This design comes from an exercise in tuning for small area and a short achievable clock period on the open sky130 flow, not from production work.
The RTL was checked by simulation tests, not by an equivalence proof against the original design.
Power figures rest on the tool's default switching activity, not on a simulated workload.

==> 12-16 <==
==> flow/design.v (excerpt) <==
module alu_unit
#(
  parameter int unsigned WIDTH = 32
) (
  input  logic               clk,
  input  logic               rst_n,
  input  logic               in_valid,
  input  logic [WIDTH-1:0]   rs,
  input  logic [WIDTH-1:0]   rt,
  input  logic [alu_pkg::CTRL_W-1:0]  ctrl,
  input  logic [alu_pkg::SHAMT_W-1:0] sa,
  input  logic               div_signed,
  output logic               out_valid,
  output logic [WIDTH-1:0]   rd,
  output logic               overflow,
  output logic [WIDTH-1:0]   quotient,
  output logic [WIDTH-1:0]   remainder
);
==> module alu_core, before the edit <==
module alu_core
(
  input  logic [31:0] rs,
  input  logic [31:0] rt,
  input  logic [3:0]  ctrl,
  input  logic [4:0]  sa,
  output logic [31:0] rd,
  output logic        ovf
);
  logic        sub;
  logic [31:0] bt;
  logic [32:0] c;
  logic [31:0] s;
  logic        ovf_c;
  logic [31:0] x, y;
  logic        fill;
  logic        left;
  logic [31:0] l0, l1, l2, l3, l4;
  logic [31:0] lg;
  always_comb begin
    sub  = ctrl[3];
    bt   = rt ^ {32{sub}};
    c[0] = sub;
    for (int i = 0; i < 32; i++) begin
      s[i]   = rs[i] ^ bt[i] ^ c[i];
      c[i+1] = (rs[i] & bt[i]) | (rs[i] & c[i]) | (bt[i] & c[i]);
    end
    ovf_c = c[32] ^ c[31];
    left = (ctrl[1:0] == 2'b00);
    fill = ctrl[1] & rt[31];
    for (int i = 0; i < 32; i++) x[i] = left ? rt[31-i] : rt[i];
    l0 = sa[0] ? {fill, x[31:1]} : x;
    l1 = sa[1] ? {{2{fill}}, l0[31:2]} : l0;
    l2 = sa[2] ? {{4{fill}}, l1[31:4]} : l1;
    l3 = sa[3] ? {{8{fill}}, l2[31:8]} : l2;
    l4 = sa[4] ? {{16{fill}}, l3[31:16]} : l3;
    for (int i = 0; i < 32; i++) y[i] = left ? l4[31-i] : l4[i];
    case ({ctrl[2], ctrl[0]})
      2'b00:   lg = rs & rt;
      2'b01:   lg = rs | rt;
      2'b11:   lg = ~(rs | rt);
      default: lg = rs ^ rt;
    endcase
    rd  = '0;
    ovf = 1'b0;
    case (ctrl)
      alu_pkg::ALU_ADDU, alu_pkg::ALU_SUBU: rd = s;
      alu_pkg::ALU_ADD, alu_pkg::ALU_SUB: begin
        rd  = s;
        ovf = ovf_c;
      end
      alu_pkg::ALU_AND, alu_pkg::ALU_OR, alu_pkg::ALU_NOR, alu_pkg::ALU_XOR: rd = lg;
      alu_pkg::ALU_SLTU: rd = {31'd0, ~c[32]};
      alu_pkg::ALU_SLT:  rd = {31'd0, s[31] ^ ovf_c};
      alu_pkg::ALU_SLL, alu_pkg::ALU_SRL, alu_pkg::ALU_SRA: rd = y;
      default: begin
        rd  = '0;
        ovf = 1'b0;
      end
    endcase
  end
endmodule
make LEC_CHECK=0 ABC_AREA=1 CAP_MARGIN=50 CORE_MARGIN=2 CORE_UTILIZATION=70 CTS_BUF_LIST=sky130_fd_sc_hd__clkbuf_8 CTS_CLUSTER_SIZE=25 SLEW_MARGIN=70 finish   # period 100.0 ns
run.sh (not shown) runs the stock make flow with config.mk's settings and CLKGATE_MAP_FILE= SYNTH_SCRIPT=/design/flow/synth_recipe.tcl, a recipe that flattens the netlist after the stock synthesis.
==> 09-10 (differences from 12-16) <==
--- a/flow/design.v
+++ b/flow/design.v
@@ -27,50 +27,44 @@
 );
   logic        sub;
   logic [31:0] bt;
-  logic [32:0] c;
-  logic [31:0] s;
+  logic [32:0] s;
   logic        ovf_c;
   logic [31:0] x, y;
   logic        fill;
   logic        left;
-  logic [31:0] l0, l1, l2, l3, l4;
-  logic [31:0] lg;
+  logic [63:0] sh;
   always_comb begin
-    sub  = ctrl[3];
-    bt   = rt ^ {32{sub}};
-    c[0] = sub;
-    for (int i = 0; i < 32; i++) begin
-      s[i]   = rs[i] ^ bt[i] ^ c[i];
-      c[i+1] = (rs[i] & bt[i]) | (rs[i] & c[i]) | (bt[i] & c[i]);
-    end
-    ovf_c = c[32] ^ c[31];
-    left = (ctrl[1:0] == 2'b00);
-    fill = ctrl[1] & rt[31];
+    sub   = ctrl[3];
+    bt    = sub ? ~rt : rt;
+    s     = {1'b0, rs} + {1'b0, bt} + {32'd0, sub};
+    ovf_c = (rs[31] == bt[31]) && (s[31] != rs[31]);
+    left  = (ctrl == alu_pkg::ALU_SLL);
+    fill  = (ctrl == alu_pkg::ALU_SRA) & rt[31];
     for (int i = 0; i < 32; i++) x[i] = left ? rt[31-i] : rt[i];
-    l0 = sa[0] ? {fill, x[31:1]} : x;
-    l1 = sa[1] ? {{2{fill}}, l0[31:2]} : l0;
-    l2 = sa[2] ? {{4{fill}}, l1[31:4]} : l1;
-    l3 = sa[3] ? {{8{fill}}, l2[31:8]} : l2;
-    l4 = sa[4] ? {{16{fill}}, l3[31:16]} : l3;
-    for (int i = 0; i < 32; i++) y[i] = left ? l4[31-i] : l4[i];
-    case ({ctrl[2], ctrl[0]})
-      2'b00:   lg = rs & rt;
-      2'b01:   lg = rs | rt;
-      2'b11:   lg = ~(rs | rt);
-      default: lg = rs ^ rt;
-    endcase
+    sh    = {{32{fill}}, x} >> sa;
+    for (int i = 0; i < 32; i++) y[i] = left ? sh[31-i] : sh[i];
     rd  = '0;
     ovf = 1'b0;
     case (ctrl)
-      alu_pkg::ALU_ADDU, alu_pkg::ALU_SUBU: rd = s;
-      alu_pkg::ALU_ADD, alu_pkg::ALU_SUB: begin
-        rd  = s;
+      alu_pkg::ALU_ADDU: rd = s[31:0];
+      alu_pkg::ALU_ADD: begin
+        rd  = s[31:0];
         ovf = ovf_c;
       end
-      alu_pkg::ALU_AND, alu_pkg::ALU_OR, alu_pkg::ALU_NOR, alu_pkg::ALU_XOR: rd = lg;
-      alu_pkg::ALU_SLTU: rd = {31'd0, ~c[32]};
+      alu_pkg::ALU_AND:  rd = rs & rt;
+      alu_pkg::ALU_OR:   rd = rs | rt;
+      alu_pkg::ALU_NOR:  rd = ~(rs | rt);
+      alu_pkg::ALU_XOR:  rd = rs ^ rt;
+      alu_pkg::ALU_SUBU: rd = s[31:0];
+      alu_pkg::ALU_SUB: begin
+        rd  = s[31:0];
+        ovf = ovf_c;
+      end
+      alu_pkg::ALU_SLTU: rd = {31'd0, ~s[32]};
       alu_pkg::ALU_SLT:  rd = {31'd0, s[31] ^ ovf_c};
-      alu_pkg::ALU_SLL, alu_pkg::ALU_SRL, alu_pkg::ALU_SRA: rd = y;
+      alu_pkg::ALU_SLL:  rd = y;
+      alu_pkg::ALU_SRL:  rd = y;
+      alu_pkg::ALU_SRA:  rd = y;
       default: begin
         rd  = '0;
         ovf = 1'b0;
Settings changed: CAP_MARGIN 50 to 20, CORE_UTILIZATION 70 to 40, CTS_BUF_LIST sky130_fd_sc_hd__clkbuf_8 to not set, CTS_CLUSTER_SIZE 25 to not set, SLEW_MARGIN 70 to 20.
==> 08-26 (differences from 12-16) <==
--- a/flow/design.v
+++ b/flow/design.v
@@ -27,50 +27,44 @@
 );
   logic        sub;
   logic [31:0] bt;
-  logic [32:0] c;
-  logic [31:0] s;
+  logic [32:0] s;
   logic        ovf_c;
   logic [31:0] x, y;
   logic        fill;
   logic        left;
-  logic [31:0] l0, l1, l2, l3, l4;
-  logic [31:0] lg;
+  logic [63:0] sh;
   always_comb begin
-    sub  = ctrl[3];
-    bt   = rt ^ {32{sub}};
-    c[0] = sub;
-    for (int i = 0; i < 32; i++) begin
-      s[i]   = rs[i] ^ bt[i] ^ c[i];
-      c[i+1] = (rs[i] & bt[i]) | (rs[i] & c[i]) | (bt[i] & c[i]);
-    end
-    ovf_c = c[32] ^ c[31];
-    left = (ctrl[1:0] == 2'b00);
-    fill = ctrl[1] & rt[31];
+    sub   = ctrl[3];
+    bt    = sub ? ~rt : rt;
+    s     = {1'b0, rs} + {1'b0, bt} + {32'd0, sub};
+    ovf_c = (rs[31] == bt[31]) && (s[31] != rs[31]);
+    left  = (ctrl == alu_pkg::ALU_SLL);
+    fill  = (ctrl == alu_pkg::ALU_SRA) & rt[31];
     for (int i = 0; i < 32; i++) x[i] = left ? rt[31-i] : rt[i];
-    l0 = sa[0] ? {fill, x[31:1]} : x;
-    l1 = sa[1] ? {{2{fill}}, l0[31:2]} : l0;
-    l2 = sa[2] ? {{4{fill}}, l1[31:4]} : l1;
-    l3 = sa[3] ? {{8{fill}}, l2[31:8]} : l2;
-    l4 = sa[4] ? {{16{fill}}, l3[31:16]} : l3;
-    for (int i = 0; i < 32; i++) y[i] = left ? l4[31-i] : l4[i];
-    case ({ctrl[2], ctrl[0]})
-      2'b00:   lg = rs & rt;
-      2'b01:   lg = rs | rt;
-      2'b11:   lg = ~(rs | rt);
-      default: lg = rs ^ rt;
-    endcase
+    sh    = {{32{fill}}, x} >> sa;
+    for (int i = 0; i < 32; i++) y[i] = left ? sh[31-i] : sh[i];
     rd  = '0;
     ovf = 1'b0;
     case (ctrl)
-      alu_pkg::ALU_ADDU, alu_pkg::ALU_SUBU: rd = s;
-      alu_pkg::ALU_ADD, alu_pkg::ALU_SUB: begin
-        rd  = s;
+      alu_pkg::ALU_ADDU: rd = s[31:0];
+      alu_pkg::ALU_ADD: begin
+        rd  = s[31:0];
         ovf = ovf_c;
       end
-      alu_pkg::ALU_AND, alu_pkg::ALU_OR, alu_pkg::ALU_NOR, alu_pkg::ALU_XOR: rd = lg;
-      alu_pkg::ALU_SLTU: rd = {31'd0, ~c[32]};
+      alu_pkg::ALU_AND:  rd = rs & rt;
+      alu_pkg::ALU_OR:   rd = rs | rt;
+      alu_pkg::ALU_NOR:  rd = ~(rs | rt);
+      alu_pkg::ALU_XOR:  rd = rs ^ rt;
+      alu_pkg::ALU_SUBU: rd = s[31:0];
+      alu_pkg::ALU_SUB: begin
+        rd  = s[31:0];
+        ovf = ovf_c;
+      end
+      alu_pkg::ALU_SLTU: rd = {31'd0, ~s[32]};
       alu_pkg::ALU_SLT:  rd = {31'd0, s[31] ^ ovf_c};
-      alu_pkg::ALU_SLL, alu_pkg::ALU_SRL, alu_pkg::ALU_SRA: rd = y;
+      alu_pkg::ALU_SLL:  rd = y;
+      alu_pkg::ALU_SRL:  rd = y;
+      alu_pkg::ALU_SRA:  rd = y;
       default: begin
         rd  = '0;
         ovf = 1'b0;
Settings changed: CORE_UTILIZATION 70 to 60, CTS_BUF_LIST sky130_fd_sc_hd__clkbuf_8 to not set, CTS_CLUSTER_SIZE 25 to not set.
==> qor summary <==
Relative area of non-clock buffer cells in the final design: 08-26 0.0422; 09-10 0.0369; 12-16 0.0416
Clk power: 08-26 265 µW; 09-10 277 µW; 12-16 236 µW
Initial standard-cell utilization of the core: 08-26 0.604; 09-10 0.404; 12-16 0.709
Detail Route met3 WL: 08-26 8.47 mm; 09-10 6.87 mm; 12-16 11.8 mm
Startpoint of the worst hold path: 08-26 s1_aq[22]$_DFF_P_; 09-10 s2_rd[7]$_DFF_P_; 12-16 s3_aq[23]$_DFF_P_
Highest fanout seen on the critical path: 08-26 2; 09-10 34; 12-16 2
Combinational share of power: 08-26 0.424; 09-10 0.419; 12-16 0.428
Arrival time of the worst setup path: 08-26 1.70 ns; 09-10 22.67 ns; 12-16 1.81 ns
Clk Tree Root Cell: 08-26 sky130_fd_sc_hd__clkbuf_16; 09-10 sky130_fd_sc_hd__clkbuf_16; 12-16 sky130_fd_sc_hd__clkbuf_8
Design Power: 08-26 996 µW; 09-10 1.00 mW; 12-16 955 µW
Fraction of standard cell area that is sequential: 08-26 0.246; 09-10 0.244; 12-16 0.252
Fill cell instance count of the final layout: 08-26 7458; 09-10 12.6k; 12-16 5357
Crit share post-route: 08-26 0.217; 09-10 0.221; 12-16 0.218
Vias in the first global route: 08-26 42.6k; 09-10 42.6k; 12-16 43.8k
Grt met3 use: 08-26 0.0481; 09-10 0.0262; 12-16 0.0789
Layout Nets: 08-26 7695; 09-10 7680; 12-16 7573
CP max stage delay: 08-26 0.60 ns; 09-10 0.55 ns; 12-16 0.62 ns
Status: 08-26 timing/DRC/antenna clean; 09-10 timing/DRC/antenna clean; 12-16 timing/DRC/antenna clean
Total sequential power: 08-26 309 µW; 09-10 306 µW; 12-16 310 µW
Placer's final routability congestion estimate: 08-26 1.01; 09-10 0.960; 12-16 1.05
Cell Count Post-Placement: 08-26 8506; 09-10 9041; 12-16 8166
Capture point of the critical path: 08-26 quotient[20]; 09-10 quotient_q[30]$_SDFFE_PN0P_; 12-16 quotient[28]

separate check: timing with driven ports:
No port has a modelled driver above. Below, the same layouts with a new extraction and two added sets of constraints.
Step 1, drivers: a clkbuf_16 drives clk and a buf_2 each remaining input, both assumed.
Step 2, shift: input delay + t, output delay - t, t = (earliest + latest rising clock arrival at the registers) / 2. This alone moves slack from input paths to output paths.
a / b / c = ideal / step 1 / step 2; a / b = the first two.
| run | t (ns) | setup slack, ns | slew at the worst register clock pin (ns) | worst slew at a driven data input, ns | cell pins on the clock port's net |
|---|---|---|---|---|---|
| 12-16 | 0.804 | 78.193 / 78.122 / 78.597 | 0.09 / 0.09 | 0.06 | 1 |
| 09-10 | 0.692 | 77.851 / 77.851 / 77.851 | 0.07 / 0.07 | 0.08 | 1 |
| 08-26 | 0.697 | 78.305 / 78.237 / 78.657 | 0.07 / 0.07 | 0.05 | 1 |
After both steps setup and hold are still met in every run listed.
